This design comes from an exercise in tuning for small area on the open sky130 flow, not from production work.
The RTL was checked by simulation tests, not by an equivalence proof against the original design.
The flow treats the clock pin as an ideal source, which a real chip does not have.
Power figures rest on the tool's default switching activity, not on a simulated workload.

--- flow/design.v ---
`default_nettype none
module conv_window_gen #(
  parameter int DATA_WIDTH    = 12,
  parameter int FILTER_WIDTH  = 5,
  parameter int INPUT_WIDTH   = 32,
  parameter int INPUT_HEIGTH  = 32,
  parameter int OUTPUT_WIDTH  = INPUT_WIDTH - FILTER_WIDTH + 1,
  parameter int OUTPUT_HEIGTH = INPUT_HEIGTH - FILTER_WIDTH + 1
) (
  input  logic                                            clk,
  input  logic                                            rst_n,
  input  logic                                            in_valid,
  output logic                                            in_ready,
  input  logic signed [DATA_WIDTH-1:0]                    in_pixel,
  output logic                                            win_valid,
  input  logic                                            win_ready,
  output logic [FILTER_WIDTH*FILTER_WIDTH*DATA_WIDTH-1:0] win_data,
  output logic [$clog2(OUTPUT_HEIGTH)-1:0]                win_row,
  output logic [$clog2(OUTPUT_WIDTH)-1:0]                 win_col,
  output logic                                            frame_done
);
  localparam int c_col_w = $clog2(INPUT_WIDTH);
  localparam int c_row_w = $clog2(INPUT_HEIGTH);
  localparam int c_len   = (FILTER_WIDTH - 1) * INPUT_WIDTH + FILTER_WIDTH;
  localparam int c_off   = FILTER_WIDTH - 1;
  logic                  r_started;
  logic                  r_win_valid;
  logic [c_row_w-1:0]    r_row;
  logic [c_col_w-1:0]    r_col;
  logic [DATA_WIDTH-1:0] r_chain [c_len];
  logic               w_accept;
  logic               w_col_last;
  logic [c_row_w-1:0] w_row_nxt;
  logic [c_col_w-1:0] w_col_nxt;
  logic               w_emit;
  assign in_ready   = r_started && !(r_win_valid && !win_ready);
  assign w_accept   = in_valid && in_ready;
  assign w_col_last = (r_col == c_col_w'(INPUT_WIDTH - 1 - c_off));
  assign w_col_nxt  = w_col_last ? c_col_w'(-c_off) : r_col + 1'b1;
  assign w_row_nxt  = !w_col_last ? r_row :
                      (r_row == c_row_w'(INPUT_HEIGTH - 1 - c_off)) ? c_row_w'(-c_off) :
                      r_row + 1'b1;
  assign w_emit     = (w_col_nxt < c_col_w'(INPUT_WIDTH - c_off)) &&
                      (w_row_nxt < c_row_w'(INPUT_HEIGTH - c_off));
  assign win_valid  = r_win_valid;
  assign win_row    = r_row;
  assign win_col    = r_col;
  assign frame_done = (r_row == c_row_w'(INPUT_HEIGTH - 1 - c_off)) && w_col_last;
  always_ff @(posedge clk or negedge rst_n) begin
    if (!rst_n) begin
      r_started   <= 1'b0;
      r_win_valid <= 1'b0;
      r_row       <= c_row_w'(INPUT_HEIGTH - 1 - c_off);
      r_col       <= c_col_w'(INPUT_WIDTH - 1 - c_off);
    end else begin
      r_started <= 1'b1;
      if (w_accept) begin
        r_row       <= w_row_nxt;
        r_col       <= w_col_nxt;
        r_win_valid <= w_emit;
      end else if (win_ready) begin
        r_win_valid <= 1'b0;
      end
    end
  end
  always_ff @(posedge clk) begin
    if (w_accept) begin
      r_chain[0] <= in_pixel;
      for (int k = 1; k < c_len; k++) begin
        r_chain[k] <= r_chain[k-1];
      end
    end
  end
  for (genvar i = 0; i < FILTER_WIDTH; i++) begin : g_row
    for (genvar j = 0; j < FILTER_WIDTH; j++) begin : g_col
      assign win_data[(i*FILTER_WIDTH+j)*DATA_WIDTH +: DATA_WIDTH] =
        r_chain[(FILTER_WIDTH-1-i)*INPUT_WIDTH + (FILTER_WIDTH-1-j)];
    end
  end
endmodule
`default_nettype wire
--- flow/run.sh ---
#!/bin/bash
# synth_recipe.tcl (not shown) runs the flow's synth.tcl, then flattens the netlist and writes it again
# the make line also repeats each setting of config.mk as NAME=value (left out here)
make -C /OpenROAD-flow-scripts/flow DESIGN_CONFIG=/design/flow/config.mk WORK_HOME=/design/flow/orfs CLKGATE_MAP_FILE= SYNTH_SCRIPT=/design/flow/synth_recipe.tcl finish
--- flow/config.mk ---
export PLATFORM = sky130hd
export DESIGN_NAME = conv_window_gen
export DESIGN_NICKNAME = conv_window_gen
export VERILOG_FILES = /design/flow/design.v
export SDC_FILE = /design/flow/constraint.sdc
export NUM_CORES = 4
export LEC_CHECK = 0
export CAP_MARGIN = 20
export CORE_MARGIN = 2
export CORE_UTILIZATION = 40
export SLEW_MARGIN = 20
--- flow/constraint.sdc ---
create_clock -name core_clock -period 8.0 [get_ports {clk}]
set_input_delay 1.6000 -clock core_clock [delete_from_list [all_inputs] [get_ports {clk}]]
set_output_delay 1.6000 -clock core_clock [all_outputs]
set_load 0.01 [all_outputs]
==> metrics.cfg, run 1 <==
[yosys]
synth-edff-count = 1596
yosysTopAreaCell = edfxtp_1
synth_most_common_cell = edfxtp_1
synth_fa_ha_area_frac = 0.000515
yosys.area_share.simple = 0.00322
synth_seq_area_share = 0.994
synth_top_family_by_area = simple AND/OR/NAND/NOR gates
synth_cell_types = 28
synth.top_cell.area_share = 0.987
synthTopCellsByArea = edfxtp_1 99%, dfstp_2 0.43%, dfrtp_1 0.21%
synth_xor_area_frac = 0.00126
yosys_warnings = 2
async_flop_share = 0.00746
synthesis.nets = 1674
synth.area.mux_share = 0.000438
synth_compound_area_frac = 0.000747
synth_cells = 1656
synth_seq_cells = 1608
netlist_area_um2 = 48600
synth.avg_cell_area_um2 = 29.3
synthFlopType = edfxtp_1
ys_top_cells_by_count = 1596 x edfxtp_1, 8 x dfstp_2, 8 x nand2_1

[worst_setup_path]
r2r_end = r_chain[125][11]
crit_slowest_cell = clkdlybuf4s50_1
startpoint = win_ready
worstPathArrival_ns = 2.88
criticalPathCategory = primary input to output port
cpMostUsedCell = clkdlybuf4s50_1
rrSetupSlack_ns = 5.12
r2r_start = r_win_valid
required_ns = 6.40
cp-start-kind = primary input
path_max_fanout = 4
crit_chain = clkdlybuf4s50_1 > nand2b_1 > and2_1 > clkdlybuf4s50_1
reg2reg_depth = 4
endpoint_kind = output port
max_stage_delay_ns = 0.53

[sta]
fmax_mhz = 223
finalMaxSlewViolations = 0
relSlewSlack = 0.307
setup_viol = 0
rsz0062_at_grt = false
period_share = 0.560
hold_viol = 0
fin_setup_tns_ns = 0
worstMarginPinSlew_ns = 1.04
fin_skew_ns = 0.0173
min_period_ns = 4.48

[routing]
drtIter0Drc = 1586
via_per_inst = 4.43
firstDrtPassIters = 5
vias = 17300
remaining_drc_errors = 0
routedWlPerCell_um = 16.0
antenna_left = 0
drt-total-wl_um = 62600

[global_route]
antenna_found_initial = 1
grt_pass1_wl_um = 99200
gr-total-overflow = 0
grt_usage = 0.0992
grt_max_degree = 218
grt_pass1_vias = 17600

[clock_tree]
cts_tree = built
hold_buffers = 0
cts_sinks = 1608
clkTransAtPathRegs_ns = 0.06
cts-htree-levels = 4
numCtsBuffers = 160
cts_resized = 0
clk_latency_ns = 0.73
clock_path_buffers = 3
post_cts_buffers = 0
root_buffer = clkbuf_16

[pwr]
p_leak_nw = 15.8
powerDensity_nw_per_um2 = 284
p_int_mw = 13.5
p_switching_mw = 3.25
swShare = 0.193
p_comb_frac = 0.020
vdd_drop_max_uv = 179
p_clk_frac = 0.414
share_seq_of_total_power = 0.566

[placement]
port_buffers = 328
gp_congestion = 0.727
place_area_um2 = 54100
dp_cells = 3615
hpwlAfterDp_um = 29500

[cells_and_area]
syn2layout_area_growth_pct = 21.6
finalInstanceArea_um2 = 59000
n_fill_cell = 9439
finalNetCount = 2184
fin_cells = 3905
fin_util = 0.491
n_antenna_cell = 0
layout-drive-gt1-share = 0.106

[run]
drv_cap = 0

[floorplan]
rows = 127
boundaryPins = 329
die_h_um = 352
placeableCoreArea_um2 = 120000
die-area_um2 = 124000
start_util = 0.404
die_w_um = 352

[worst_hold_path]
min_path_type = flip-flop to flip-flop
hold_path.startpoint = r_chain[90][9]
hold_path_end = r_chain[91][9]
hold_depth = 0

[status]
status = no timing/DRC/antenna violations

[layout by cell type (no fill, tap or decap), types with 4 or more instances in the layout]
cell and n:
clkinv_1 34, buf_4 12, xnor2_1 5, dfstp_2 8
clkinv_2 25, edfxtp_1 1596, buf_12 8, bufinv_16 7
clkbuf_1 45, nand4_1 4, inv_6 5, dfrtp_1 4
clkbuf_16 164, clkdlybuf4s50_1 328, nand2_1 8
[kinds of logic after synthesis]
group | after synthesis
mux | 2
compound gates | 6
other cells | 1
fa+ha+maj | 2
xor+xnor | 7
simple gates | 27
flops | 1608
buf+inv | 3
[worst max-delay path, delay by kind of cell]
family | cells | cell delay [ns]
simple gates | 2 | 0.30
buf+inv | 2 | 0.99
[layer usage]
layer | routed length (µm) | share of wire | track usage
met2 | 27100 | 0.43 | 0.138
met3 | 4000 | 0.064 | 0.0324
met4 | 1720 | 0.027 | 0.0444
met1 | 29800 | 0.48 | 0.143
met5 | 0 | 0 | 0
[through the flow]
stage	power [mW]	hold slack [ns]	setup slack [ns]
global route	17.5	0.407	3.47
global placement	10.0	0.400	3.41
CTS	17.1	0.401	3.51
detailed placement	10.0	0.405	3.35
floorplan	9.92	0.400	1.45
finish	16.8	0.403	3.52
[layout make-up]
type / count / area [µm²] / area share
well taps: 1612 / 2020 / 0.0342
multi-input cells: 45 / 309 / 0.00523
clock buffers: 209 / 4270 / 0.0724
flip-flops and latches: 1608 / 48200 / 0.817
repair buffers: 349 / 3560 / 0.0603
inverters: 2 / 7.51 / 0.000127
clock inverters: 80 / 639 / 0.0108
[power groups by stage]
stage	sequential (mW)	clock (mW)	combinational, mW
after floorplan	9.76	0	0.164
after global placement	9.68	0	0.328
after detailed placement	9.68	0	0.345
after CTS	9.51	7.24	0.343
after global routing	9.52	7.58	0.370
final	9.51	6.95	0.334
[flip-flops by register name (all words and copies together) (netlist names)]
signal	count
r_row	5
r_started	1
r_chain	1596
r_win_valid	1
r_col	5
[how the worst max path moves through the flow]
stage / cells after the start / end / slack, ns
finish: 4 / in_ready / 3.52
floorplan: 5 / r_row[4] / 1.45
global placement: 5 / r_chain[97][10] / 3.41
CTS: 4 / in_ready / 3.51
detailed placement: 5 / r_chain[97][4] / 3.35
global route: 4 / in_ready / 3.47
==> inputs of run 2 (changes only) <==
==> flow/flow/run.sh (new file) <==
#!/bin/bash
# Standard ORFS layout with two changes: port buffers use the smallest
# buffer, and CTS builds larger sink clusters without dummy loads.
set -euo pipefail
export BUFFER_PORTS_ARGS="-buffer_cell sky130_fd_sc_hd__buf_1"
export CTS_ARGS="-sink_clustering_enable -repair_clock_nets -dont_use_dummy_load -sink_clustering_size 30 -sink_clustering_max_diameter 100"
bash standard.sh > standard_flow.log 2>&1
==> flow/standard.sh (new file) <==
#!/bin/bash
# synth_recipe.tcl (not shown) runs the flow's synth.tcl, then flattens the netlist and writes it again
# the make line also repeats each setting of config.mk as NAME=value (left out here)
make -C /OpenROAD-flow-scripts/flow DESIGN_CONFIG=/design/flow/config.mk WORK_HOME=/design/flow/orfs CLKGATE_MAP_FILE= SYNTH_SCRIPT=/design/flow/synth_recipe.tcl "${@:-finish}"
--- a/flow/config.mk
+++ b/flow/config.mk
@@ -7,5 +7,6 @@
 export LEC_CHECK = 0
 export CAP_MARGIN = 20
 export CORE_MARGIN = 2
-export CORE_UTILIZATION = 40
+export CORE_UTILIZATION = 72
+export PLACE_DENSITY = 0.82
 export SLEW_MARGIN = 20
removed: flow/run.sh
==> metrics.cfg, run 2 <==
[status]
status = no timing/DRC/antenna violations

[worst_setup_path]
path_max_fanout = 4  ; unchanged
criticalPathCategory = primary input to output port
required_ns = 6.40  ; about the same
worstPathArrival_ns = 2.17  ; -0.71 ns
endpoint_kind = output port
cp-start-kind = primary input

[global_route]
gr-total-overflow = 0  ; unchanged
antenna_found_initial = 0  ; -1
grt_max_degree = 224  ; +2.8%
grt_pass1_wl_um = 99700  ; +0.47%
grt_pass1_vias = 16300  ; -7.4%
grt_usage = 0.190  ; +0.0911

[routing]
firstDrtPassIters = 6  ; +1
antenna_left = 0  ; unchanged
remaining_drc_errors = 0  ; unchanged
drtIter0Drc = 1756  ; +11%
vias = 16900  ; -2.5%
routedWlPerCell_um = 23.0  ; +44%
via_per_inst = 5.75  ; +30%
drt-total-wl_um = 67600  ; +7.9%

[sta]
fin_skew_ns = 0.0280  ; +0.0107 ns
rsz0062_at_grt = false
period_share = 0.471  ; -0.0895
hold_viol = 0  ; unchanged
fmax_mhz = 266  ; +19%
setup_viol = 0  ; unchanged
worstMarginPinSlew_ns = 0.931  ; -0.108 ns
relSlewSlack = 0.379  ; +0.0719
finalMaxSlewViolations = 0  ; unchanged
min_period_ns = 3.77  ; -0.716 ns
fin_setup_tns_ns = 0  ; unchanged

[clock_tree]
hold_buffers = 0  ; unchanged
cts_resized = 0  ; unchanged
cts_tree = built
numCtsBuffers = 59  ; -63%
cts-htree-levels = 2  ; -2
post_cts_buffers = 0  ; unchanged
cts_sinks = 1608  ; unchanged
clkTransAtPathRegs_ns = 0.11  ; +0.05 ns
clk_latency_ns = 0.65  ; -0.08 ns
clock_path_buffers = 3  ; unchanged
root_buffer = clkbuf_16

[cells_and_area]
layout_commonest_cell = edfxtp_1
finalNetCount = 2081  ; -4.7%
fin_cells = 2935  ; -25%
fin_util = 0.786  ; +0.295
top_register = r_chain
reg_top3 = r_chain x1596, r_col x5, r_row x5
largest_reg_flops = 1596  ; unchanged
n_fill_cell = 3004  ; -68%
layout-drive-gt1-share = 0.0437  ; -0.0623
final_cell_mix = 1596 x edfxtp_1, 328 x buf_1, 59 x clkbuf_16
syn2layout_area_growth_pct = 8.38

[floorplan]
placeableCoreArea_um2 = 66900  ; -44%
start_util = 0.726  ; +0.321
boundaryPins = 329  ; unchanged
die_h_um = 264  ; -25%
die_w_um = 264  ; -25%
die-area_um2 = 69500  ; -44%
rows = 95  ; -25%

[yosys]
ys_top_cells_by_count = 1596 x edfxtp_1, 8 x dfstp_2, 8 x nand2_1
netlist_area_um2 = 48600  ; unchanged
synth_seq_cells = 1608  ; unchanged
synth_most_common_cell = edfxtp_1
synthTopCellsByArea = edfxtp_1 99%, dfstp_2 0.43%, dfrtp_1 0.21%
synth-edff-count = 1596  ; unchanged
synthFlopType = edfxtp_1
synth.top_cell.area_share = 0.987  ; unchanged
synth_cells = 1656  ; unchanged
synthesis.nets = 1674  ; unchanged
async_flop_share = 0.00746  ; unchanged
synth_cell_types = 28  ; unchanged
yosys_warnings = 2  ; unchanged
synth.avg_cell_area_um2 = 29.3  ; unchanged
synth_seq_area_share = 0.994  ; unchanged
yosysTopAreaCell = edfxtp_1

[pwr]
powerDensity_nw_per_um2 = 253  ; -11%
vdd_drop_max_uv = 222  ; +24%
p_leak_nw = 13.1  ; -17%

[worst_hold_path]
min_path_type = flip-flop to flip-flop

[placement]
hpwlAfterDp_um = 30600  ; +3.7%
dp_cells = 2874  ; -20%
port_buffers = 328  ; unchanged
gp_congestion = 0.791  ; +8.9%

[run]
drv_cap = 0  ; unchanged

run 2: worst max-delay path, stage by stage:
cell and delay, ns:
buf_1 0.07, nand2b_1 0.18, and2_1 0.18, buf_1 0.13
run 2: metal layers:
layer | track usage | wire length (µm)
met3 | 0.0258 | 3070
met4 | 0.0432 | 1050
met1 | 0.287 | 29500
met5 | 0 | 0
met2 | 0.311 | 34000
run 2: kinds of logic (layout without fill, tap and decap cells):
group | Yosys count | count (layout) | share of synthesized area
AO/OA/AOI/OAI | 6 | 6 | 0.000747
AND/OR/NAND/NOR | 27 | 27 | 0.00322
flip-flops | 1608 | 1608 | 0.994
other | 1 | 2 | 0.0000772
multiplexers | 2 | 2 | 0.000438
buffers and inverters | 3 | 408 | 0.000232
adder cells (fa/ha/maj) | 2 | 2 | 0.000515
XOR/XNOR | 7 | 7 | 0.00126
run 2: metrics by stage:
step | setup WS, ns | power [mW] | area, µm² | hold slack (ns)
3_3_place_gp | 3.99 | 9.94 | 51100 | 0.401
2_1_floorplan | 1.45 | 9.92 | 48600 | 0.400
3_5_place_dp | 3.93 | 9.97 | 51100 | 0.405
5_1_grt | 4.18 | 13.7 | 52600 | 0.416
6_report | 4.23 | 13.3 | 52600 | 0.406
4_1_cts | 4.24 | 13.4 | 52600 | 0.406
run 2: power breakdown:
group	switching [mW]	internal, mW	leakage [nW]	total, mW
Combinational	0.234	0.0476	0.633	0.282
Sequential	0.0772	9.43	11.8	9.51
Clock	2.18	1.33	0.727	3.51
Total	2.49	10.8	13.1	13.3
run 2: path summary, 6_finish.rpt:
kind / to / from / depth (start not counted) / slack [ns]
worst max-delay path: in_ready / win_ready / 4 / 4.23
worst min-delay path: r_chain[82][9] / r_chain[81][9] / 0 / 0.41
worst max register to register: r_chain[66][4] / r_win_valid / 4 / 5.21
worst min register to register: r_chain[82][9] / r_chain[81][9] / 0 / 0.41
max in group asynchronous: r_col[2] / rst_n / 1 / 6.66
min in group asynchronous: r_row[2] / rst_n / 1 / 0.93
run 2: area by class of cell:
class,count,area [µm²],share of cell area
Clock buffer,59,1480,0.0281
Tap cell,873,1090,0.0208
Inverter,2,7.51,0.000143
Timing Repair Buffer,347,1490,0.0284
Antenna cell,1,2.50,0.0000476
Multi-Input combinational cell,45,309,0.00587
Sequential cell,1608,48200,0.917
==> inputs of run 3 (changes only) <==
--- a/flow/config.mk
+++ b/flow/config.mk
@@ -7,6 +7,6 @@
 export LEC_CHECK = 0
 export CAP_MARGIN = 20
 export CORE_MARGIN = 2
-export CORE_UTILIZATION = 72
-export PLACE_DENSITY = 0.82
+export CORE_UTILIZATION = 80
+export PLACE_DENSITY = 0.88
 export SLEW_MARGIN = 20
==> metrics.cfg, run 3 <==
[floorplan]
die_h_um = 250  ; -5.1%
rows = 90  ; -5.3%
boundaryPins = 329  ; unchanged
start_util = 0.807  ; +0.0819
die_w_um = 250  ; -5.1%

[yosys]
synthTopCellsByArea = edfxtp_1 99%, dfstp_2 0.43%, dfrtp_1 0.21%
synth_most_common_cell = edfxtp_1
synth.top_cell.area_share = 0.987  ; unchanged
synth-edff-count = 1596  ; unchanged
async_flop_share = 0.00746  ; unchanged
synth.avg_cell_area_um2 = 29.3  ; unchanged
yosys_warnings = 2  ; unchanged
synth_cells = 1656  ; unchanged
ys_top_cells_by_count = 1596 x edfxtp_1, 8 x dfstp_2, 8 x nand2_1
synth_seq_cells = 1608  ; unchanged
yosysTopAreaCell = edfxtp_1
synthesis.nets = 1674  ; unchanged
synthFlopType = edfxtp_1
synth_seq_area_share = 0.994  ; unchanged
netlist_area_um2 = 48600  ; unchanged
synth_cell_types = 28  ; unchanged

[placement]
port_buffers = 328  ; unchanged
hpwlAfterDp_um = 45800  ; +50%
gp_congestion = 0.741  ; -6.4%

[status]
first-error = [ERROR DPL-0033] detailed placement checks failed during check placement.
stop_stage = detailed placement (3_5_place_dp)
status = stopped before the end

## run 3: worst max-delay path by stage
stage                  from              to
floorplan         win_ready        r_row[4]
global placement  win_ready  r_chain[31][1]
## run 3: cells by family after synthesis
kind of cell | count (synthesis) | synth area share
compound gates | 6 | 0.000747
flops | 1608 | 0.994
mux | 2 | 0.000438
fa+ha+maj | 2 | 0.000515
simple gates | 27 | 0.00322
xor+xnor | 7 | 0.00126
other cells | 1 | 0.0000772
buf+inv | 3 | 0.000232
## run 3: per-stage QoR
stage | hold slack, ns | setup WS [ns] | total power, mW
global placement | 0.400 | 3.72 | 9.94
floorplan | 0.400 | 1.45 | 9.92
## run 3: power by group through the flow
stage	sequential, mW	combinational, mW	clock (mW)
global placement	9.67	0.266	0
floorplan	9.76	0.164	0
==> inputs of run 4 (changes only) <==
--- a/flow/config.mk
+++ b/flow/config.mk
@@ -7,6 +7,5 @@
 export LEC_CHECK = 0
 export CAP_MARGIN = 20
 export CORE_MARGIN = 2
-export CORE_UTILIZATION = 80
-export PLACE_DENSITY = 0.88
+export CORE_UTILIZATION = 40
 export SLEW_MARGIN = 20
==> metrics.cfg, run 4 <==
[clock_tree]
cts-htree-levels = 3
hold_buffers = 0
cts_sinks = 1608
numCtsBuffers = 67
clock_path_buffers = 3
root_buffer = clkbuf_16
clk_latency_ns = 0.67
cts_tree = built
clkTransAtPathRegs_ns = 0.10
cts_resized = 0
post_cts_buffers = 0

[worst_setup_path]
required_ns = 6.40
cp-start-kind = primary input
path_max_fanout = 4
endpoint_kind = output port
criticalPathCategory = primary input to output port
worstPathArrival_ns = 2.14

[yosys]
synth.avg_cell_area_um2 = 29.3  ; unchanged
yosysTopAreaCell = edfxtp_1
synthesis.nets = 1674  ; unchanged
synth-edff-count = 1596  ; unchanged
synthFlopType = edfxtp_1
synth.top_cell.area_share = 0.987  ; unchanged
async_flop_share = 0.00746  ; unchanged
synth_most_common_cell = edfxtp_1
synthTopCellsByArea = edfxtp_1 99%, dfstp_2 0.43%, dfrtp_1 0.21%
synth_cell_types = 28  ; unchanged
synth_cells = 1656  ; unchanged
yosys_warnings = 2  ; unchanged
netlist_area_um2 = 48600  ; unchanged
synth_seq_area_share = 0.994  ; unchanged
synth_seq_cells = 1608  ; unchanged
ys_top_cells_by_count = 1596 x edfxtp_1, 8 x dfstp_2, 8 x nand2_1

[cells_and_area]
syn2layout_area_growth_pct = 10.7
n_fill_cell = 9888
multi_input_area_um2 = 309
regArea_um2 = 48200
top_register = r_chain
reg_top3 = r_chain x1596, r_col x5, r_row x5
finalNetCount = 2093
final_cell_mix = 1596 x edfxtp_1, 328 x buf_1, 67 x clkbuf_16
n_antenna_cell = 0
largest_reg_flops = 1596
layout_commonest_cell = edfxtp_1
layout-drive-gt1-share = 0.0492

[routing]
drtIter0Drc = 1666
vias = 16500
via_per_inst = 4.47
firstDrtPassIters = 5
antenna_left = 0
drt-total-wl_um = 58700
routedWlPerCell_um = 15.9
remaining_drc_errors = 0

[floorplan]
die-area_um2 = 124000
rows = 127  ; +41%
placeableCoreArea_um2 = 120000
die_w_um = 352  ; +41%
start_util = 0.404  ; -0.403
die_h_um = 352  ; +41%
boundaryPins = 329  ; unchanged

[sta]
hold_viol = 0
fmax_mhz = 267
finalMaxSlewViolations = 0
rsz0062_at_grt = false
fin_skew_ns = 0.0670
setup_viol = 0
worstMarginPinSlew_ns = 0.966
min_period_ns = 3.74
fin_setup_tns_ns = 0
period_share = 0.467
relSlewSlack = 0.356

[global_route]
grt_pass1_vias = 16000
antenna_found_initial = 1
grt_pass1_wl_um = 91500
grt_max_degree = 178
grt_usage = 0.0910
gr-total-overflow = 0

[pwr]
finalPower_mw = 13.5
vdd_drop_max_uv = 179
p_leak_nw = 13.2
powerDensity_nw_per_um2 = 251

[run]
drv_cap = 0

[status]
status = no timing/DRC/antenna violations

[worst_hold_path]
min_path_type = flip-flop to flip-flop

[placement]
hpwlAfterDp_um = 29000  ; -37%
gp_congestion = 0.745  ; +0.63%
port_buffers = 328  ; unchanged

run 4: cells by family after synthesis:
family | count (synthesis) | share of synthesized area
fa+ha+maj | 2 | 0.000515
buf+inv | 3 | 0.000232
xor+xnor | 7 | 0.00126
other cells | 1 | 0.0000772
flops | 1608 | 0.994
mux | 2 | 0.000438
compound gates | 6 | 0.000747
simple gates | 27 | 0.00322
run 4: path summary, 6_finish.rpt:
| check | start | slack (ns) | cells past startpoint | endpoint |
|---|---|---|---|---|
| worst min register to register | r_chain[59][11] | 0.36 | 0 | r_chain[60][11] |
| worst min-delay path | r_chain[59][11] | 0.36 | 0 | r_chain[60][11] |
| worst max register to register | r_win_valid | 5.41 | 4 | r_chain[34][8] |
| min in group asynchronous | rst_n | 0.96 | 1 | r_row[2] |
| worst max-delay path | win_ready | 4.26 | 4 | in_ready |
| max in group asynchronous | rst_n | 6.59 | 1 | r_started |
run 4: layout make-up:
class | count | area share
sequential | 1608 | 0.897
clock buffer | 67 | 0.0312
multi-input combinational | 45 | 0.00575
tap | 1612 | 0.0375
timing repair buffer | 351 | 0.0280
inverter | 2 | 0.000140
run 4: routing by layer:
metal | part of all wire | track usage
met4 | 0.027 | 0.0300
met1 | 0.49 | 0.136
met3 | 0.053 | 0.0240
met2 | 0.43 | 0.130
met5 | 0 | 0
run 4: worst max-delay path: stages:
cell	delay (ns)
buf_1	0.07
nand2b_1	0.17
and2_1	0.17
buf_1	0.12
run 4: power breakdown:
| group | switching, mW | internal [mW] |
|---|---|---|
| registers | 0.0640 | 9.43 |
| clock network | 2.23 | 1.51 |
| logic | 0.230 | 0.0477 |
| total | 2.52 | 11.0 |
run 4: per-stage QoR:
stage               worst slack, ns  instance area (µm²)  utilization  hold slack (ns)  instances
floorplan                      1.45                48600            -            0.400       1656
global placement               3.82                52100        0.433            0.401       3617
detailed placement             3.80                52100        0.433            0.405       3617
CTS                            4.25                53700        0.447            0.356       3684
global route                   4.20                53800        0.447            0.365       3685
finish                         4.26                53800        0.447            0.356       3685
==> inputs of run 5 (changes only) <==
--- a/flow/config.mk
+++ b/flow/config.mk
@@ -7,5 +7,6 @@
 export LEC_CHECK = 0
 export CAP_MARGIN = 20
 export CORE_MARGIN = 2
-export CORE_UTILIZATION = 40
+export CORE_UTILIZATION = 65
+export PLACE_DENSITY = 0.75
 export SLEW_MARGIN = 20
==> metrics.cfg, run 5 <==
[routing]
remaining_drc_errors = 0  ; unchanged
firstDrtPassIters = 5  ; unchanged
drt-total-wl_um = 55100  ; -6.2%
drtIter0Drc = 1535  ; -7.9%
via_per_inst = 5.31  ; +19%
routedWlPerCell_um = 18.2  ; +14%
vias = 16100  ; -2.2%
antenna_left = 0  ; unchanged

[worst_setup_path]
reg2reg_depth = 4  ; unchanged
path_max_fanout = 4  ; unchanged
r2r_end = r_chain[123][5]
required_ns = 6.40  ; about the same
cp-start-kind = primary input
worstPathArrival_ns = 2.15  ; about the same
r2r_start = r_win_valid
criticalPathCategory = primary input to output port
endpoint_kind = output port
startpoint = win_ready
rrSetupSlack_ns = 5.02  ; -0.39 ns

[clock_tree]
cts_resized = 0  ; unchanged
clock_path_buffers = 3  ; unchanged
cts_tree = built
numCtsBuffers = 59  ; -12%
clk_latency_ns = 0.65  ; -0.02 ns
post_cts_buffers = 0  ; unchanged
cts-htree-levels = 2  ; -1
root_buffer = clkbuf_16
cts_sinks = 1608  ; unchanged
clkTransAtPathRegs_ns = 0.10  ; about the same
hold_buffers = 0  ; unchanged

[worst_hold_path]
hold_depth = 0  ; unchanged
hold_path.startpoint = r_chain[26][0]
min_path_type = flip-flop to flip-flop
hold_path_end = r_chain[27][0]

[placement]
hpwlAfterDp_um = 26800  ; -7.7%
gp_congestion = 0.723  ; -3.0%
pre_cts_ws_ns = 3.64  ; -0.160 ns
port_buffers = 328  ; unchanged

[pwr]
powerDensity_nw_per_um2 = 250  ; -0.44%
vdd_drop_max_uv = 216  ; +21%
finalPower_mw = 13.2  ; -2.4%
p_leak_nw = 13.1  ; -0.86%

[yosys]
synth_most_common_cell = edfxtp_1
synthFlopType = edfxtp_1
synth.top_cell.area_share = 0.987  ; unchanged
netlist_area_um2 = 48600  ; unchanged
synth.avg_cell_area_um2 = 29.3  ; unchanged
synth_seq_area_share = 0.994  ; unchanged
yosysTopAreaCell = edfxtp_1
synth_seq_cells = 1608  ; unchanged
ys_top_cells_by_count = 1596 x edfxtp_1, 8 x dfstp_2, 8 x nand2_1
synth_cells = 1656  ; unchanged
synthesis.nets = 1674  ; unchanged
async_flop_share = 0.00746  ; unchanged
yosys_warnings = 2  ; unchanged
synth-edff-count = 1596  ; unchanged
synth_cell_types = 28  ; unchanged
synthTopCellsByArea = edfxtp_1 99%, dfstp_2 0.43%, dfrtp_1 0.21%

[sta]
hold_viol = 0  ; unchanged
fin_skew_ns = 0.0302  ; -0.0368 ns
finalMaxSlewViolations = 0  ; unchanged
min_period_ns = 3.75  ; +0.0107 ns
fin_setup_tns_ns = 0  ; unchanged
fmax_mhz = 267  ; -0.29%
rsz0062_at_grt = false
worstMarginPinSlew_ns = 1.08  ; +0.110 ns
whs_ns = 0.410  ; +0.0543 ns
relSlewSlack = 0.283  ; -0.0730
setup_viol = 0  ; unchanged
period_share = 0.469  ; +0.00134
setup_slack_ns = 4.25  ; -0.0107 ns

[global_route]
gr-total-overflow = 0  ; unchanged
grt_pass1_wl_um = 84200  ; -8.0%
grt_pass1_vias = 15400  ; -3.9%
grt_max_degree = 223  ; +25%
antenna_found_initial = 0  ; -1
grt_usage = 0.138  ; +0.0465

[floorplan]
die_w_um = 277  ; -21%
rows = 100  ; -21%
start_util = 0.654  ; +0.250
die_h_um = 277  ; -21%
placeableCoreArea_um2 = 74200  ; -38%
die-area_um2 = 76900  ; -38%
boundaryPins = 329  ; unchanged

[run]
drv_cap = 0  ; unchanged

[cells_and_area]
regArea_um2 = 48200  ; unchanged
n_antenna_cell = 0  ; unchanged
layout_commonest_cell = edfxtp_1
syn2layout_area_growth_pct = 8.58
finalNetCount = 2082  ; -0.53%
multi_input_area_um2 = 309  ; unchanged
layout-drive-gt1-share = 0.0441  ; -0.00507
largest_reg_flops = 1596  ; unchanged
fin_util = 0.711  ; +0.263
final_cell_mix = 1596 x edfxtp_1, 328 x buf_1, 59 x clkbuf_16
top_register = r_chain
reg_top3 = r_chain x1596, r_col x5, r_row x5
n_fill_cell = 4129  ; -58%

[status]
status = no timing/DRC/antenna violations

-- run 5: cell counts after synthesis --
No cell type changed its count.
-- run 5: area by class of cell --
cell class / count / share of cell area
sequential: 1608 / 0.915
clock buffer: 59 / 0.0280
timing repair buffer: 348 / 0.0280
tap: 969 / 0.0230
multi-input combinational: 45 / 0.00586
inverter: 2 / 0.000142
-- run 5: stage by stage --
step | instance area (µm²) | cells
6_report | 52700 | 3031
5_1_grt | 52700 | 3031
4_1_cts | 52700 | 3030
3_5_place_dp | 51200 | 2971
3_3_place_gp | 51200 | 2971
2_1_floorplan | 48600 | 1656
-- run 5: cells by family after synthesis --
kind of cell	share of synthesized area
adder cells (fa/ha/maj)	0.000515
flip-flops	0.994
multiplexers	0.000438
XOR/XNOR	0.00126
AND/OR/NAND/NOR	0.00322
AO/OA/AOI/OAI	0.000747
other	0.0000772
buffers and inverters	0.000232
-- run 5: metal layers --
metal  track usage  up-vias  part of all wire
li1              -     7441                 -
met1         0.217     8266              0.48
met2         0.206      320              0.46
met3        0.0259       67             0.042
met4        0.0339        0             0.016
met5             0        -                 0
-- run 5: worst max path at each step --
| stage | to | slack [ns] |
|---|---|---|
| CTS | frame_done | 4.25 |
| detailed placement | r_chain[123][5] | 3.64 |
| floorplan | r_row[4] | 1.45 |
| global route | frame_done | 4.14 |
| finish | in_ready | 4.25 |
| global placement | r_chain[113][3] | 3.72 |
-- run 5: worst max-delay path, cell delays in order --
cell	delay, ns
buf_1	0.07
nand2b_1	0.18
and2_1	0.18
buf_1	0.12
-- run 5: where the power goes --
group	switching, mW	total (mW)	internal (mW)
clock network	2.10	3.42	1.33
logic	0.228	0.274	0.0461
registers	0.0629	9.49	9.43
==> inputs of run 6 (changes only) <==
==> flow/flow/run.sh (replaced) <==
#!/bin/bash
# Standard ORFS layout with two changes: port buffers use the smallest
# buffer, and CTS builds larger sink clusters without dummy loads.
set -euo pipefail
export BUFFER_PORTS_ARGS="-buffer_cell sky130_fd_sc_hd__buf_1"
export CTS_ARGS="-sink_clustering_enable -repair_clock_nets -dont_use_dummy_load -sink_clustering_size 16 -sink_clustering_max_diameter 50 -buf_list sky130_fd_sc_hd__clkbuf_8"
bash standard.sh > standard_flow.log 2>&1
==> metrics.cfg, run 6 <==
[placement]
port_buffers = 328  ; unchanged
gp_congestion = 0.723  ; unchanged
hpwlAfterDp_um = 26800  ; unchanged
place_area_um2 = 51200  ; unchanged
pre_cts_ws_ns = 3.64  ; unchanged

[floorplan]
boundaryPins = 329  ; unchanged
rows = 100  ; unchanged
die-area_um2 = 76900  ; unchanged
die_h_um = 277  ; unchanged
placeableCoreArea_um2 = 74200  ; unchanged
start_util = 0.654  ; unchanged
die_w_um = 277  ; unchanged

[cells_and_area]
layout-drive-gt1-share = 0.0716  ; +0.0275
fin_util = 0.713  ; +0.00243
syn2layout_area_growth_pct = 8.95
final_cell_mix = 1596 x edfxtp_1, 328 x buf_1, 120 x clkbuf_8
finalNetCount = 2143  ; +2.9%
finalInstanceArea_um2 = 52900  ; +0.34%
reg_top3 = r_chain x1596, r_col x5, r_row x5
largest_reg_flops = 1596  ; unchanged
top_register = r_chain
layout_commonest_cell = edfxtp_1

[yosys]
synth.top_cell.area_share = 0.987  ; unchanged
async_flop_share = 0.00746  ; unchanged
synth-edff-count = 1596  ; unchanged
synthTopCellsByArea = edfxtp_1 99%, dfstp_2 0.43%, dfrtp_1 0.21%
yosys_warnings = 2  ; unchanged
synth_seq_cells = 1608  ; unchanged
netlist_area_um2 = 48600  ; unchanged
synth_most_common_cell = edfxtp_1
ys_top_cells_by_count = 1596 x edfxtp_1, 8 x dfstp_2, 8 x nand2_1
synth_cell_types = 28  ; unchanged
synth_seq_area_share = 0.994  ; unchanged
synth.avg_cell_area_um2 = 29.3  ; unchanged
yosysTopAreaCell = edfxtp_1
synthesis.nets = 1674  ; unchanged
synth_cells = 1656  ; unchanged
synthFlopType = edfxtp_1

[clock_tree]
cts-htree-levels = 3  ; +1
clkTransAtPathRegs_ns = 0.09  ; about the same
clk_latency_ns = 0.74  ; +0.09 ns
hold_buffers = 0  ; unchanged
clock_path_buffers = 3  ; unchanged
cts_tree = built
cts_sinks = 1608  ; unchanged
post_cts_buffers = 0  ; unchanged
numCtsBuffers = 120  ; +100%
cts_resized = 0  ; unchanged
root_buffer = clkbuf_8

[sta]
min_period_ns = 3.79  ; +0.0445 ns
setup_slack_ns = 4.21  ; -0.0445 ns
hold_viol = 0  ; unchanged
fin_setup_tns_ns = 0  ; unchanged
fmax_mhz = 264  ; -1.2%
worstMarginPinSlew_ns = 1.10  ; +0.0284 ns
finalMaxSlewViolations = 0  ; unchanged
period_share = 0.474  ; +0.00557
rsz0062_at_grt = false
fin_skew_ns = 0.0955  ; +0.0653 ns
relSlewSlack = 0.264  ; -0.0189
setup_viol = 0  ; unchanged

[status]
status = no timing/DRC/antenna violations

[pwr]
vdd_drop_max_uv = 216  ; +0.32%
finalPower_mw = 13.3  ; +0.66%
p_leak_nw = 13.3  ; +1.0%
powerDensity_nw_per_um2 = 251  ; +0.31%

[worst_setup_path]
worstPathArrival_ns = 2.19  ; +0.04 ns
endpoint_kind = output port
reg2reg_depth = 4  ; unchanged
path_max_fanout = 5  ; +1
rrSetupSlack_ns = 4.97  ; -0.05 ns
required_ns = 6.40  ; about the same
criticalPathCategory = flip-flop to output port
cp-start-kind = flip-flop
r2r_end = r_chain[117][3]
r2r_start = r_win_valid

[routing]
drt-total-wl_um = 55300  ; +0.40%
via_per_inst = 5.32  ; +0.20%
drtIter0Drc = 1365  ; -11%
vias = 16500  ; +2.3%
remaining_drc_errors = 0  ; unchanged
routedWlPerCell_um = 17.9  ; -1.6%
firstDrtPassIters = 5  ; unchanged
antenna_left = 0  ; unchanged

[global_route]
grt_pass1_vias = 15900  ; +3.5%
grt_max_degree = 223  ; unchanged
grt_usage = 0.140  ; +0.00236
gr-total-overflow = 0  ; unchanged
grt_pass1_wl_um = 85200  ; +1.2%
antenna_found_initial = 1  ; +1

[worst_hold_path]
hold_path.startpoint = r_chain[76][7]
hold_depth = 0  ; unchanged
min_path_type = flip-flop to flip-flop
hold_path_end = r_chain[77][7]

[run]
drv_cap = 0  ; unchanged

-- run 6: changes by cell type in the layout (fill, tap and decap cells not counted) --
cell,previous run,this run
diode_2,0,2
clkbuf_8,0,120
clkbuf_16,59,0
-- run 6: power breakdown --
part	internal, mW	switching (mW)
Combinational	0.0461	0.228
Sequential	9.43	0.0632
Clock	1.33	2.18
-- run 6: cells by family after synthesis --
family | synth area share
multiplexers | 0.000438
flip-flops | 0.994
AND/OR/NAND/NOR | 0.00322
buffers and inverters | 0.000232
adder cells (fa/ha/maj) | 0.000515
XOR/XNOR | 0.00126
other | 0.0000772
AO/OA/AOI/OAI | 0.000747
-- run 6: layout make-up --
class	instances	area, µm²
sequential	1608	48200
fill	4033	21300
clock buffer	120	1650
timing repair buffer	348	1480
tap	969	1210
multi-input combinational	45	309
inverter	2	7.51
antenna	2	5.00
-- run 6: per-stage QoR --
stage / hold WS, ns / std cells
floorplan: 0.400 / 1656
global placement: 0.400 / 2971
detailed placement: 0.405 / 2971
CTS: 0.349 / 3091
global route: 0.366 / 3094
finish: 0.358 / 3094
-- run 6: worst max-delay path: stages, from the launching register on --
cell,delay (ns)
dfstp_2,0.57
ha_1,0.24
and2_1,0.21
nand3_1,0.14
nor2_1,0.13
buf_1,0.17
-- run 6: worst max-delay path by stage --
stage	start	end	slack [ns]	cells past startpoint
final	r_row[0]	frame_done	4.21	5
after floorplan	win_ready	r_row[4]	1.45	5
after CTS	r_row[0]	frame_done	4.13	5
after global routing	r_row[0]	frame_done	4.07	5
after global placement	win_ready	r_chain[113][3]	3.72	5
after detailed placement	win_ready	r_chain[123][5]	3.64	5
-- run 6: metal layers --
metal / global-route usage / vias up / wire [µm]
met5: 0 / - / 0
met4: 0.0503 / 0 / 1130
met3: 0.0311 / 92 / 2800
met2: 0.201 / 388 / 24600
met1: 0.218 / 8424 / 26700
li1: - / 7557 / -
==> inputs of run 7 (changes only) <==
==> flow/flow/run.sh (replaced) <==
#!/bin/bash
# Standard ORFS layout with three changes: port buffers use the smallest
# buffer; CTS builds sink clusters of clkbuf_8 without dummy loads; and after
# CTS each clock buffer is resized to the smallest clkbuf that keeps every
# flip-flop clock pin's slew under a target (flow/clk_downsize.tcl).
set -euo pipefail
here=$(pwd)
res=$here/orfs/results/$FLOW_PLATFORM/conv_window_gen/base
export BUFFER_PORTS_ARGS="-buffer_cell sky130_fd_sc_hd__buf_1"
export CTS_ARGS="-sink_clustering_enable -repair_clock_nets -dont_use_dummy_load -sink_clustering_size 20 -sink_clustering_max_diameter 60 -buf_list sky130_fd_sc_hd__clkbuf_8"
bash standard.sh cts > standard_flow_to_cts.log 2>&1
LIB=$FLOW_HOME/platforms/$FLOW_PLATFORM/lib/sky130_fd_sc_hd__tt_025C_1v80.lib \
RC_TCL=$FLOW_HOME/platforms/$FLOW_PLATFORM/setRC.tcl \
IN_ODB=$res/4_1_cts.odb IN_SDC=$res/4_cts.sdc OUT_ODB=$res/4_1_cts.odb \
CLK_SLEW_TARGET=0.118 \
  openroad -no_init -exit $here/flow/clk_downsize.tcl > clk_downsize.log 2>&1
bash standard.sh finish > standard_flow_finish.log 2>&1
==> flow/flow/clk_downsize.tcl (new file) <==
# Shrink clock-tree buffers while every flip-flop clock pin keeps its slew
# under a target (placement-estimated parasitics).
read_liberty $::env(LIB)
read_db $::env(IN_ODB)
read_sdc $::env(IN_SDC)
source $::env(RC_TCL)
set_propagated_clock [all_clocks]
set target $::env(CLK_SLEW_TARGET)
set sizes {sky130_fd_sc_hd__clkbuf_1 sky130_fd_sc_hd__clkbuf_2 sky130_fd_sc_hd__clkbuf_4 sky130_fd_sc_hd__clkbuf_8 sky130_fd_sc_hd__clkbuf_16}
set ck_pins [get_pins -of_objects [all_registers] -filter "is_clock==1"]
proc max_slew {} {
  global ck_pins
  set mx 0
  foreach p $ck_pins {
    set s [expr max([get_property $p slew_max_rise],[get_property $p slew_max_fall])]
    if {$s > $mx} {set mx $s}
  }
  return $mx
}
proc area_of {m} { return [get_property [get_lib_cells */$m] area] }
estimate_parasitics -placement
set start [max_slew]
puts "clk_downsize: start max slew $start target $target"
set bufs {}
foreach inst [get_cells *] {
  set m [get_property $inst ref_name]
  if {[lsearch $sizes $m] >= 0} { lappend bufs [get_full_name $inst] }
}
set saved 0
set total 0
foreach b $bufs { set total [expr $total + [area_of [get_property [get_cells $b] ref_name]]] }
puts "clk_downsize: clock buffer area [llength $bufs] cells $total"
# Upsize the driver of the worst pin until the target is met.
set guard 0
while {[max_slew] > $target && $guard < 200} {
  incr guard
  set worst ""; set mx 0
  foreach p $ck_pins {
    set s [expr max([get_property $p slew_max_rise],[get_property $p slew_max_fall])]
    if {$s > $mx} {set mx $s; set worst $p}
  }
  set net [get_nets -of_objects $worst]
  set drv ""
  foreach pin [get_pins -of_objects $net] {
    if {[get_property $pin direction] == "output"} { set drv [get_cells -of_objects $pin] }
  }
  if {$drv == ""} { break }
  set cur [get_property $drv ref_name]
  set ci [lsearch $sizes $cur]
  if {$ci < 0 || $ci == [expr [llength $sizes] - 1]} { puts "clk_downsize: cannot upsize [get_full_name $drv]"; break }
  replace_cell $drv [lindex $sizes [expr $ci + 1]]
  set saved [expr $saved + [area_of $cur] - [area_of [lindex $sizes [expr $ci + 1]]]]
  estimate_parasitics -placement
}
puts "clk_downsize: after upsizing max slew [max_slew]"
# Leaves first (highest fanout to registers), then the upper tree.
foreach b $bufs {
  set inst [get_cells $b]
  set cur [get_property $inst ref_name]
  set ci [lsearch $sizes $cur]
  set best $cur
  for {set i [expr $ci - 1]} {$i >= 0} {incr i -1} {
    set m [lindex $sizes $i]
    replace_cell $inst $m
    estimate_parasitics -placement
    if {[max_slew] <= $target} { set best $m } else { break }
  }
  replace_cell $inst $best
  set saved [expr $saved + [area_of $cur] - [area_of $best]]
}
estimate_parasitics -placement
puts "clk_downsize: end max slew [max_slew], area saved $saved"
write_db $::env(OUT_ODB)
--- a/flow/config.mk
+++ b/flow/config.mk
@@ -7,6 +7,6 @@
 export LEC_CHECK = 0
 export CAP_MARGIN = 20
 export CORE_MARGIN = 2
-export CORE_UTILIZATION = 65
-export PLACE_DENSITY = 0.75
+export CORE_UTILIZATION = 75
+export PLACE_DENSITY = 0.85
 export SLEW_MARGIN = 20
==> metrics.cfg, run 7 <==
[placement]
place_area_um2 = 51100  ; -0.20%
port_buffers = 328  ; unchanged
pre_cts_ws_ns = 3.79  ; +0.151 ns
gp_congestion = 0.790  ; +9.2%
hpwlAfterDp_um = 34000  ; +27%

[routing]
antenna_left = 0  ; unchanged
remaining_drc_errors = 0  ; unchanged
drt-total-wl_um = 66600  ; +20%
via_per_inst = 5.69  ; +7.0%
firstDrtPassIters = 5  ; unchanged
vias = 16800  ; +2.3%
drtIter0Drc = 1857  ; +36%
routedWlPerCell_um = 22.5  ; +26%

[cells_and_area]
layout_commonest_cell = edfxtp_1
largest_reg_flops = 1596  ; unchanged
finalInstanceArea_um2 = 52400  ; -0.87%
top_register = r_chain
reg_top3 = r_chain x1596, r_col x5, r_row x5
finalNetCount = 2123  ; -0.93%
final_cell_mix = 1596 x edfxtp_1, 328 x buf_1, 80 x clkbuf_8
fin_util = 0.816  ; +0.103
syn2layout_area_growth_pct = 8.01
layout-drive-gt1-share = 0.0566  ; -0.0150

[floorplan]
start_util = 0.756  ; +0.102
boundaryPins = 329  ; unchanged
rows = 93  ; -7.0%
die_w_um = 258  ; -6.8%
placeableCoreArea_um2 = 64200  ; -13%
die-area_um2 = 66800  ; -13%
die_h_um = 258  ; -6.8%

[global_route]
grt_usage = 0.185  ; +0.0450
grt_pass1_vias = 16100  ; +0.99%
gr-total-overflow = 0  ; unchanged
antenna_found_initial = 3  ; +2
grt_pass1_wl_um = 92700  ; +8.8%
grt_max_degree = 179  ; -20%

[yosys]
synth.avg_cell_area_um2 = 29.3  ; unchanged
netlist_area_um2 = 48600  ; unchanged
synth-edff-count = 1596  ; unchanged
yosys_warnings = 2  ; unchanged
synth_cell_types = 28  ; unchanged
synth_seq_cells = 1608  ; unchanged
synth_seq_area_share = 0.994  ; unchanged
synthTopCellsByArea = edfxtp_1 99%, dfstp_2 0.43%, dfrtp_1 0.21%
ys_top_cells_by_count = 1596 x edfxtp_1, 8 x dfstp_2, 8 x nand2_1
synthesis.nets = 1674  ; unchanged
async_flop_share = 0.00746  ; unchanged
synth_cells = 1656  ; unchanged
synth.top_cell.area_share = 0.987  ; unchanged
synthFlopType = edfxtp_1
synth_most_common_cell = edfxtp_1
yosysTopAreaCell = edfxtp_1

[clock_tree]
cts_tree = built
post_cts_buffers = 0  ; unchanged
cts-htree-levels = 3  ; unchanged
clk_latency_ns = 1.62  ; +0.88 ns
cts_sinks = 1608  ; unchanged
hold_buffers = 0  ; unchanged
numCtsBuffers = 90  ; -25%
clock_path_buffers = 3  ; unchanged
cts_resized = 0  ; unchanged
clkTransAtPathRegs_ns = 0.12  ; +0.03 ns
root_buffer = clkbuf_8

[worst_hold_path]
min_path_type = flip-flop to flip-flop

[sta]
hold_viol = 0  ; unchanged
finalMaxSlewViolations = 0  ; unchanged
min_period_ns = 4.53  ; +0.733 ns
setup_viol = 0  ; unchanged
worstMarginPinSlew_ns = 1.04  ; -0.0682 ns
rsz0062_at_grt = false
setup_slack_ns = 3.47  ; -0.733 ns
fin_skew_ns = 0.269  ; +0.173 ns
relSlewSlack = 0.310  ; +0.0455
fmax_mhz = 221  ; -16%
fin_setup_tns_ns = 0  ; unchanged
period_share = 0.566  ; +0.0916

[worst_setup_path]
worstPathArrival_ns = 2.93  ; +0.74 ns
cp_top_family = flip-flops
path_max_fanout = 5  ; unchanged
criticalPathCategory = flip-flop to output port
endpoint_kind = output port
crit_chain = ha_1 > and2_1 > nand3_1 > nor2_1 > buf_1
max_stage_delay_ns = 0.60  ; +0.03 ns
required_ns = 6.40  ; about the same
crit_slowest_cell = dfstp_2
cp-start-kind = flip-flop
crit_buf_inv = 1  ; unchanged

[run]
drv_cap = 0  ; unchanged

[pwr]
p_leak_nw = 13.1  ; -1.4%
powerDensity_nw_per_um2 = 246  ; -1.9%
vdd_drop_max_uv = 202  ; -6.8%

[status]
status = no timing/DRC/antenna violations

run 7: cell counts after synthesis:
No cell type changed its count.
run 7: metal layers:
layer | vias up | wire, µm | track usage
met2 | 532 | 33400 | 0.290
met1 | 8701 | 28500 | 0.280
met4 | 0 | 1360 | 0.0491
li1 | 7519 | - | -
met5 | - | 0 | 0
met3 | 92 | 3420 | 0.0376
run 7: final timing paths:
kind / cells past startpoint / endpoint / slack, ns / from
worst max-delay path: 5 / frame_done / 3.47 / r_row[0]
worst min-delay path: 0 / r_chain[92][5] / 0.17 / r_chain[91][5]
max in group asynchronous: 2 / r_win_valid / 6.94 / rst_n
min in group asynchronous: 2 / r_col[2] / 0.65 / rst_n
worst min register to register: 0 / r_chain[92][5] / 0.17 / r_chain[91][5]
worst max register to register: 4 / r_chain[87][7] / 5.05 / r_win_valid
run 7: cells by family (layout without fill, tap and decap cells):
logic type,after synthesis,after routing,synth area share
flops,1608,1608,0.994
simple gates,27,27,0.00322
xor+xnor,7,7,0.00126
compound gates,6,6,0.000747
buf+inv,3,450,0.000232
fa+ha+maj,2,2,0.000515
mux,2,2,0.000438
other cells,1,2,0.0000772
run 7: power breakdown:
part / switching (mW) / leakage (nW) / internal (mW)
Sequential: 0.0727 / 11.8 / 9.43
Clock: 2.15 / 0.632 / 0.971
Combinational: 0.234 / 0.678 / 0.0511
Total: 2.46 / 13.1 / 10.5
run 7: worst reg2reg max path, delay by kind of cell (launching register included):
family	cells	cell delay (ns)
buffers and inverters	2	1.01
AND/OR/NAND/NOR	2	0.92
flip-flops	1	0.39
run 7: through the flow:
step	power (mW)	instances	hold WS, ns
6_report	12.9	2959	0.175
5_1_grt	13.3	2959	0.0190
4_1_cts	13.0	2946	0.395
3_5_place_dp	9.97	2856	0.405
3_3_place_gp	9.94	2856	0.400
2_1_floorplan	9.92	1656	0.400
run 7: area by class of cell:
| class | instances | area (µm²) |
|---|---|---|
| Clock buffer | 90 | 1200 |
| Fill cell | 2666 | 11800 |
| Antenna cell | 1 | 2.50 |
| Multi-Input combinational cell | 45 | 309 |
| Inverter | 2 | 7.51 |
| Timing Repair Buffer | 358 | 1610 |
| Sequential cell | 1608 | 48200 |
| Tap cell | 855 | 1070 |

==> static timing again, ports no longer ideal <==
The results above use ideal ports. As a check the final layouts listed here were re-extracted and re-timed, cells and wires unchanged. Step 1 assumes that a clkbuf_16 drives the clock port and a buf_2 every other input. Step 2 adds t to the input delays and takes it off the output delays; t is the mean of the earliest and latest rising clock arrival at the registers after step 1. Input paths then give back, and output paths get back, about the clock's delay inside the block. Slacks: no drivers / after step 1 / after step 2; pairs: no drivers / after step 1.
| run | shift t [ns] | setup WS [ns] | worst setup path at the end | clock arrival spread, ns | worst data-port slew with drivers (ns) |
|---|---|---|---|---|---|
| run 1 | 0.785 | 3.519 / 3.494 / 3.398 | input to register | 0.022 / 0.022 | 0.03 |
| run 2 | 0.709 | 4.235 / 4.207 / 3.886 | input to register | 0.043 / 0.042 | 0.04 |
| run 4 | 0.688 | 4.260 / 4.240 / 4.063 | input to register | 0.093 / 0.093 | 0.04 |
| run 5 | 0.697 | 4.250 / 4.224 / 3.710 | input to register | 0.033 / 0.033 | 0.04 |
| run 6 | 0.760 | 4.205 / 4.142 / 3.651 | input to register | 0.097 / 0.097 | 0.04 |
| run 7 | 1.553 | 3.472 / 3.409 / 3.745 | input to register | 0.271 / 0.270 | 0.04 |
After both steps setup and hold are still met in every run listed. The setup slack of run 6, which loses most, moves by -0.063 ns with the drivers and by -0.554 ns with both steps.
